What follows belongs to an exercise in optimizing a design on an open flow for small area, a short achievable clock period and few clock cycles per item; a production flow would make more cautious choices. Function was checked by simulation only, so behaviour that the tests miss may differ from the original.

$ cat flow/run.sh
#!/bin/bash
# synth_recipe.tcl (not shown) runs the flow's synth.tcl, then flattens the netlist and writes it again
# the make line also repeats each setting of config.mk as NAME=value (left out here)
make -C /OpenROAD-flow-scripts/flow DESIGN_CONFIG=/design/flow/config.mk WORK_HOME=/design/flow/orfs CLKGATE_MAP_FILE= SYNTH_SCRIPT=/design/flow/synth_recipe.tcl finish
$ cat flow/config.mk
export PLATFORM = sky130hd
export DESIGN_NAME = mult_share_arbiter
export DESIGN_NICKNAME = mult_share_arbiter
export VERILOG_FILES = /design/flow/design.v
export SDC_FILE = /design/flow/constraint.sdc
export NUM_CORES = 4
export LEC_CHECK = 0
export CAP_MARGIN = 20
export CORE_MARGIN = 2
export CORE_UTILIZATION = 50
export CTS_CLUSTER_DIAMETER = 60
export CTS_CLUSTER_SIZE = 10
export SLEW_MARGIN = 20
$ cat flow/constraint.sdc
create_clock -name core_clock -period 12.0 [get_ports {clk}]
set_input_delay 2.4000 -clock core_clock [delete_from_list [all_inputs] [get_ports {clk}]]
set_output_delay 2.4000 -clock core_clock [all_outputs]
set_load 0.01 [all_outputs]
$ cat flow/design.v
package mult_pkg;
    localparam int MULT_W = 32;
    localparam int PROD_W = 64;
    localparam logic [1:0] IDLE = 2'd0;
    localparam logic [1:0] CALC = 2'd1;
    localparam logic [1:0] RESP = 2'd2;
endpackage
module booth_radix4_multiplier_32 (
    input  logic signed [31:0]   a,
    input  logic signed [31:0]   b,
    output logic signed [63:0]   p,
    output logic [16*64-1:0]     pp
);
    logic [32:0]        b_ext;
    logic signed [63:0] a_ext;
    logic signed [63:0] pp_arr [16];
    assign b_ext = {b, 1'b0};
    assign a_ext = {{32{a[31]}}, a};
    for (genvar gi = 0; gi < 16; gi++) begin : g_pp
        logic [2:0]         sel;
        logic signed [63:0] mag;
        assign sel = b_ext[2*gi+2 : 2*gi];
        always_comb begin
            case (sel)
                3'b001, 3'b010: mag = a_ext;
                3'b011:         mag = a_ext <<< 1;
                3'b100:         mag = -(a_ext <<< 1);
                3'b101, 3'b110: mag = -a_ext;
                default:        mag = '0;
            endcase
        end
        assign pp_arr[gi]       = mag <<< (2*gi);
        assign pp[gi*64 +: 64]  = pp_arr[gi];
    end
    always_comb begin
        p = '0;
        for (int k = 0; k < 16; k++) begin
            p = p + pp_arr[k];
        end
    end
endmodule
module mult_rr_pick #(
    parameter int N_REQ = 4,
    parameter int ID_W  = 2
) (
    input  logic [N_REQ-1:0] valid,
    input  logic [ID_W-1:0]  ptr,
    output logic [N_REQ-1:0] grant,
    output logic [ID_W-1:0]  idx,
    output logic             any
);
    logic [N_REQ-1:0] upper_valid;
    logic [N_REQ-1:0] search_vec;
    for (genvar gi = 0; gi < N_REQ; gi++) begin : g_mask
        assign upper_valid[gi] = valid[gi] && (ID_W'(gi) >= ptr);
    end
    assign search_vec = (|upper_valid) ? upper_valid : valid;
    assign any        = |valid;
    always_comb begin
        grant = '0;
        idx   = '0;
        for (int k = N_REQ - 1; k >= 0; k--) begin
            if (search_vec[k]) begin
                grant    = '0;
                grant[k] = 1'b1;
                idx      = ID_W'(k);
            end
        end
    end
endmodule
module mult_share_arbiter #(
    parameter int N_REQ = 4,
    parameter int ID_W  = 2
) (
    input  logic                      clk,
    input  logic                      rst,
    input  logic [N_REQ-1:0]          req_valid,
    input  logic [N_REQ*mult_pkg::MULT_W-1:0] req_a,
    input  logic [N_REQ*mult_pkg::MULT_W-1:0] req_b,
    output logic [N_REQ-1:0]          req_ready,
    output logic                      rsp_valid,
    output logic [ID_W-1:0]           rsp_id,
    output logic [mult_pkg::PROD_W-1:0] rsp_p,
    input  logic                      rsp_ready,
    output logic [15:0]               ops_done
);
    logic [1:0]              state_reg;
    logic [mult_pkg::MULT_W-1:0]       op_a_reg;
    logic [mult_pkg::MULT_W-1:0]       op_b_reg;
    logic [ID_W-1:0]         op_id_reg;
    logic [mult_pkg::PROD_W-1:0]       rsp_p_reg;
    logic [ID_W-1:0]         rsp_id_reg;
    logic [ID_W-1:0]         rr_ptr_reg;
    logic [15:0]             ops_done_reg;
    logic [N_REQ-1:0]        pick_grant;
    logic [ID_W-1:0]         pick_idx;
    logic                    pick_any;
    logic                    accept_window;
    logic                    accept;
    logic [ID_W-1:0]         rr_ptr_next;
    logic signed [mult_pkg::PROD_W-1:0] product;
    logic [mult_pkg::MULT_W-1:0]       lane_a [N_REQ];
    logic [mult_pkg::MULT_W-1:0]       lane_b [N_REQ];
    for (genvar gi = 0; gi < N_REQ; gi++) begin : g_lane
        assign lane_a[gi] = req_a[gi*mult_pkg::MULT_W +: mult_pkg::MULT_W];
        assign lane_b[gi] = req_b[gi*mult_pkg::MULT_W +: mult_pkg::MULT_W];
    end
    mult_rr_pick #(
        .N_REQ (N_REQ),
        .ID_W  (ID_W)
    ) u_pick (
        .valid (req_valid),
        .ptr   (rr_ptr_reg),
        .grant (pick_grant),
        .idx   (pick_idx),
        .any   (pick_any)
    );
    booth_radix4_multiplier_32 u_mult (
        .a  (op_a_reg),
        .b  (op_b_reg),
        .p  (product),
        .pp ()
    );
    assign accept_window = !rst && ((state_reg == mult_pkg::IDLE) ||
                                    ((state_reg == mult_pkg::RESP) && rsp_ready));
    assign accept        = accept_window && pick_any;
    assign rr_ptr_next   = (pick_idx == ID_W'(N_REQ - 1)) ? '0 : pick_idx + 1'b1;
    assign req_ready = accept_window ? pick_grant : '0;
    assign rsp_valid = (state_reg == mult_pkg::RESP);
    assign rsp_id    = rsp_id_reg;
    assign rsp_p     = rsp_p_reg;
    assign ops_done  = ops_done_reg;
    always_ff @(posedge clk or posedge rst) begin
        if (rst) begin
            state_reg    <= mult_pkg::IDLE;
            op_a_reg     <= '0;
            op_b_reg     <= '0;
            op_id_reg    <= '0;
            rsp_p_reg    <= '0;
            rsp_id_reg   <= '0;
            rr_ptr_reg   <= '0;
            ops_done_reg <= '0;
        end else begin
            if (accept) begin
                op_a_reg   <= lane_a[pick_idx];
                op_b_reg   <= lane_b[pick_idx];
                op_id_reg  <= pick_idx;
                rr_ptr_reg <= rr_ptr_next;
            end
            case (state_reg)
                mult_pkg::IDLE: begin
                    if (accept) begin
                        state_reg <= mult_pkg::CALC;
                    end
                end
                mult_pkg::CALC: begin
                    rsp_p_reg  <= product;
                    rsp_id_reg <= op_id_reg;
                    state_reg  <= mult_pkg::RESP;
                end
                mult_pkg::RESP: begin
                    if (rsp_ready) begin
                        ops_done_reg <= ops_done_reg + 16'd1;
                        state_reg    <= accept ? mult_pkg::CALC : mult_pkg::IDLE;
                    end
                end
                default: state_reg <= mult_pkg::IDLE;
            endcase
        end
    end
endmodule
==> run summary <==
[cells in the mapped netlist (all sizes together) (13+ instances only)]
library cell,count
o221ai,33
a221oi,182
o211ai,73
or2,27
ha,135
a21boi,16
a32o,13
nand4,18
a222oi,64
nand3,30
o21a,23
buf,131
o22a,18
nor2,532
a2bb2oi,21
nor2b,17
a21oi,776
xor2,106
xnor2,247
nand3b,16
a22oi,39
fa,637
a211oi,117
clkinv,19
o221a,17
and3,17
a221o,58
mux2,55
a21o,122
dfrtp,152
clkbuf,621
o21ai,562
or3,17
a31oi,65
nand2b,22
a31o,21
nand2,922
inv,684
mux2i,107
o22ai,126
nor3,26
[cell families (layout without fill, tap and decap cells)]
| kind of cell | Yosys count | after routing | share of synthesized area (%) |
|---|---|---|---|
| simple gates | 1671 | 1671 | 13.31 |
| other cells | 0 | 2 | 0 |
| compound gates | 2428 | 2428 | 30.39 |
| mux | 173 | 173 | 3.794 |
| flops | 152 | 152 | 7.445 |
| buf+inv | 1455 | 1323 | 10.70 |
| xor+xnor | 354 | 354 | 6.096 |
| fa+ha+maj | 772 | 772 | 28.27 |
[worst min path at each step]
stage                                      to
finish               op_id_reg[0]$_DFFE_PP0P_
detailed placement   op_id_reg[0]$_DFFE_PP0P_
global route        rsp_p_reg[22]$_DFFE_PP0N_
CTS                  op_id_reg[0]$_DFFE_PP0P_
floorplan            op_id_reg[0]$_DFFE_PP0P_
global placement     op_id_reg[0]$_DFFE_PP0P_
[stage by stage]
| stage | cells | hold WS [ns] | setup WS, ns |
|---|---|---|---|
| 2_1_floorplan | 7005 | 0.4420 | 1.834 |
| 3_3_place_gp | 8207 | 0.4584 | 0.8131 |
| 3_5_place_dp | 8208 | 0.4635 | 0.7695 |
| 4_1_cts | 8240 | 0.4838 | 0.7024 |
| 5_1_grt | 8241 | 0.5169 | 0.1801 |
| 6_report | 8243 | 0.4794 | 0.6629 |
[repair_timing]
action | CTS | global route
hold endpoints to repair | 0 | 0
endpoints found under the setup margin | 0 | 1
resized for setup | 0 | 1
[layer usage]
layer	routed length [um]	share of wire, %	GRT usage (%)	vias up
li1	-	-	-	23817
met1	92820	36	61.85	27179
met2	105800	41	68.90	4596
met3	35850	14	15.46	1190
met4	23960	9.3	35.59	10
met5	132	0.051	0.5556	-
[final cells by class]
cell class                      instances  area [um^2]
Multi-Input combinational cell       5398        42040
Clock buffer                           17        425.4
Sequential cell                       152         3897
Timing Repair Buffer                  588         5323
Fill cell                            9914        45340
Inverter                              703         2644
Tap cell                             1368         1712
Antenna cell                            2        5.005
Clock inverter                         15        205.2
[worst min-delay path: cells and delay by family, from the launching register on]
kind             cells  cell delay, ns
and+or+nand+nor      2            0.10
DFF                  1            0.35
==> impl_metrics.yaml <==
status:
  status: "finished clean"
floorplanning:
  fp-row-count: 117
  start_util_pct: 50.29
  pin_count: 350
  die_h_um: 323.7
  die_area_um2: 104800
  die_w_um: 323.7
  core_um2: 101600
logic_synthesis:
  syn-mean-instance-area_um2: 7.293
  yosysUniqueCellTypes: 74
  ys_seq_area_share_pct: 7.445
  yosys-top-cells-area: "fa_1, a21oi_1, dfrtp_1"
  synth_cells: 7005
  synth_area_leader_cell: "fa_1"
  syn_area_um2: 51090
  synth-async-reset-ratio_pct: 100.0
  synth-seq-cells: 152
  synth_edf_count: 0
  syn_nets: 8040
  synthFlopType: "dfrtp_1"
  synth_top_area_share_pct: 24.96
  yosysWarningCount: 6
setup_path:
  worst-path-stages: 38
  r2r_start: "op_a_reg[0]$_DFFE_PP0P_"
  crit_top_cell: "fa_1"
  cp-endpoint: "rsp_p_reg[57]$_DFFE_PP0N_"
  worstPathRequired_ns: 12.36
  r2r-end: "rsp_p_reg[57]$_DFFE_PP0N_"
  crit_type: "reg -> reg"
  r2r_setup_slack_ns: 0.66
  crit_arrival_ns: 11.70
  worstSetupStartpoint: "op_a_reg[0]$_DFFE_PP0P_"
  slowest_stage: "or3_1"
  worst-path-buf-inv: 9
  crit_family: "adder cells"
  cpPeakStageDelay_ns: 0.67
  worstSetupEndpointType: "flip-flop"
  start_kind: "flip-flop"
  reg2reg_depth: 38
  crit_path_max_fanout: 20
clock_tree:
  hold_buffers: 0
  clk-insertion-delay-late_ns: 0.51
  postCtsSetupRepairBufs: 0
  cts_buffer_depth: 2
  cts.sinks: 152
  htree_levels: 4
  cts_buffers: 17
  clk_pin_slew_ns: 0.08
  cts_tree: "done"
  clock-root-buffer: "clkbuf_16"
run:
  cap_violations: 0
place:
  placed_cell_area_um2: 55590
  io_buffer_count: 349
  dp_hpwl_um: 190300
  gp_congestion: 1.042
timing:
  fmax_mhz: 88.21
  grt_setup_unrepaired: "false"
  hold_viol: 0
  setup_violations: 0
  fin_tns_setup_ns: 0
  worstMarginPinSlew_ns: 1.276
  finalCritPeriodShare_pct: 94.48
  fin_skew_ns: 0.01981
  relSlewSlack_pct: 14.62
  final_max_slew_viol_count: 0
  period_minus_slack_ns: 11.34
layout:
  final_util_pct: 55.37
  largest_reg_flops: 64
  layout.nets: 7895
  area_delta_synth_final_pct: 10.10
  final_area_um2: 56250
  layout_commonest_cell: "nand2_1"
  layout_common_cells: "nand2_1, a21oi_1, inv_1"
  drive_above_1_share_pct: 7.377
global_routing:
  grt_max_degree: 95
  grt_overflow: 0
  antenna_found_initial: 4
  grt_pass1_vias: 52108
  grt_util_all_layers_pct: 48.56
  grt_pass1_wl_um: 370100
drt:
  drtPass1Iterations: 9
  drc: 0
  routed_via_density: 6.890
  wirelength_um: 258600
  drt_iter0_drc: 9229
  postRouteAntennaNets: 0
  routedWlPerCell_um: 31.37
  via_count: 56792
hold_path:
  hold_start: "op_id_reg[0]$_DFFE_PP0P_"
  hold_path_class: "reg -> reg"
  whs_path_depth: 2
Testbench counts, summed over its fixed seeds: cycles 4,104, items 2,048.

## afterwards: timing with drivers on the ports
The results above use ideal ports. As a check the final layout listed here was re-extracted and re-timed, cells and wires unchanged.
Step 1: set_driving_cell puts a clkbuf_16 on clk and a buf_2 on each other input, an assumption about the parent block.
Step 2 also shifts input and output timing later by t, the mid clock arrival at the registers, as if the neighbouring blocks saw the same clock.
Slacks: ideal / step 1 / step 2; pairs: ideal / step 1.
shift t [ns]: 0.585
setup slack, ns: 0.663 / 0.663 / 0.663
clock arrival spread, ns: 0.021 / 0.022
worst register clock-pin slew, ns: 0.10 / 0.10
cell pins on the clock port's net: 1
After both steps setup and hold are still met in this run. The setup slack of this run moves by 0.000 ns with the drivers and by 0.000 ns with both steps.
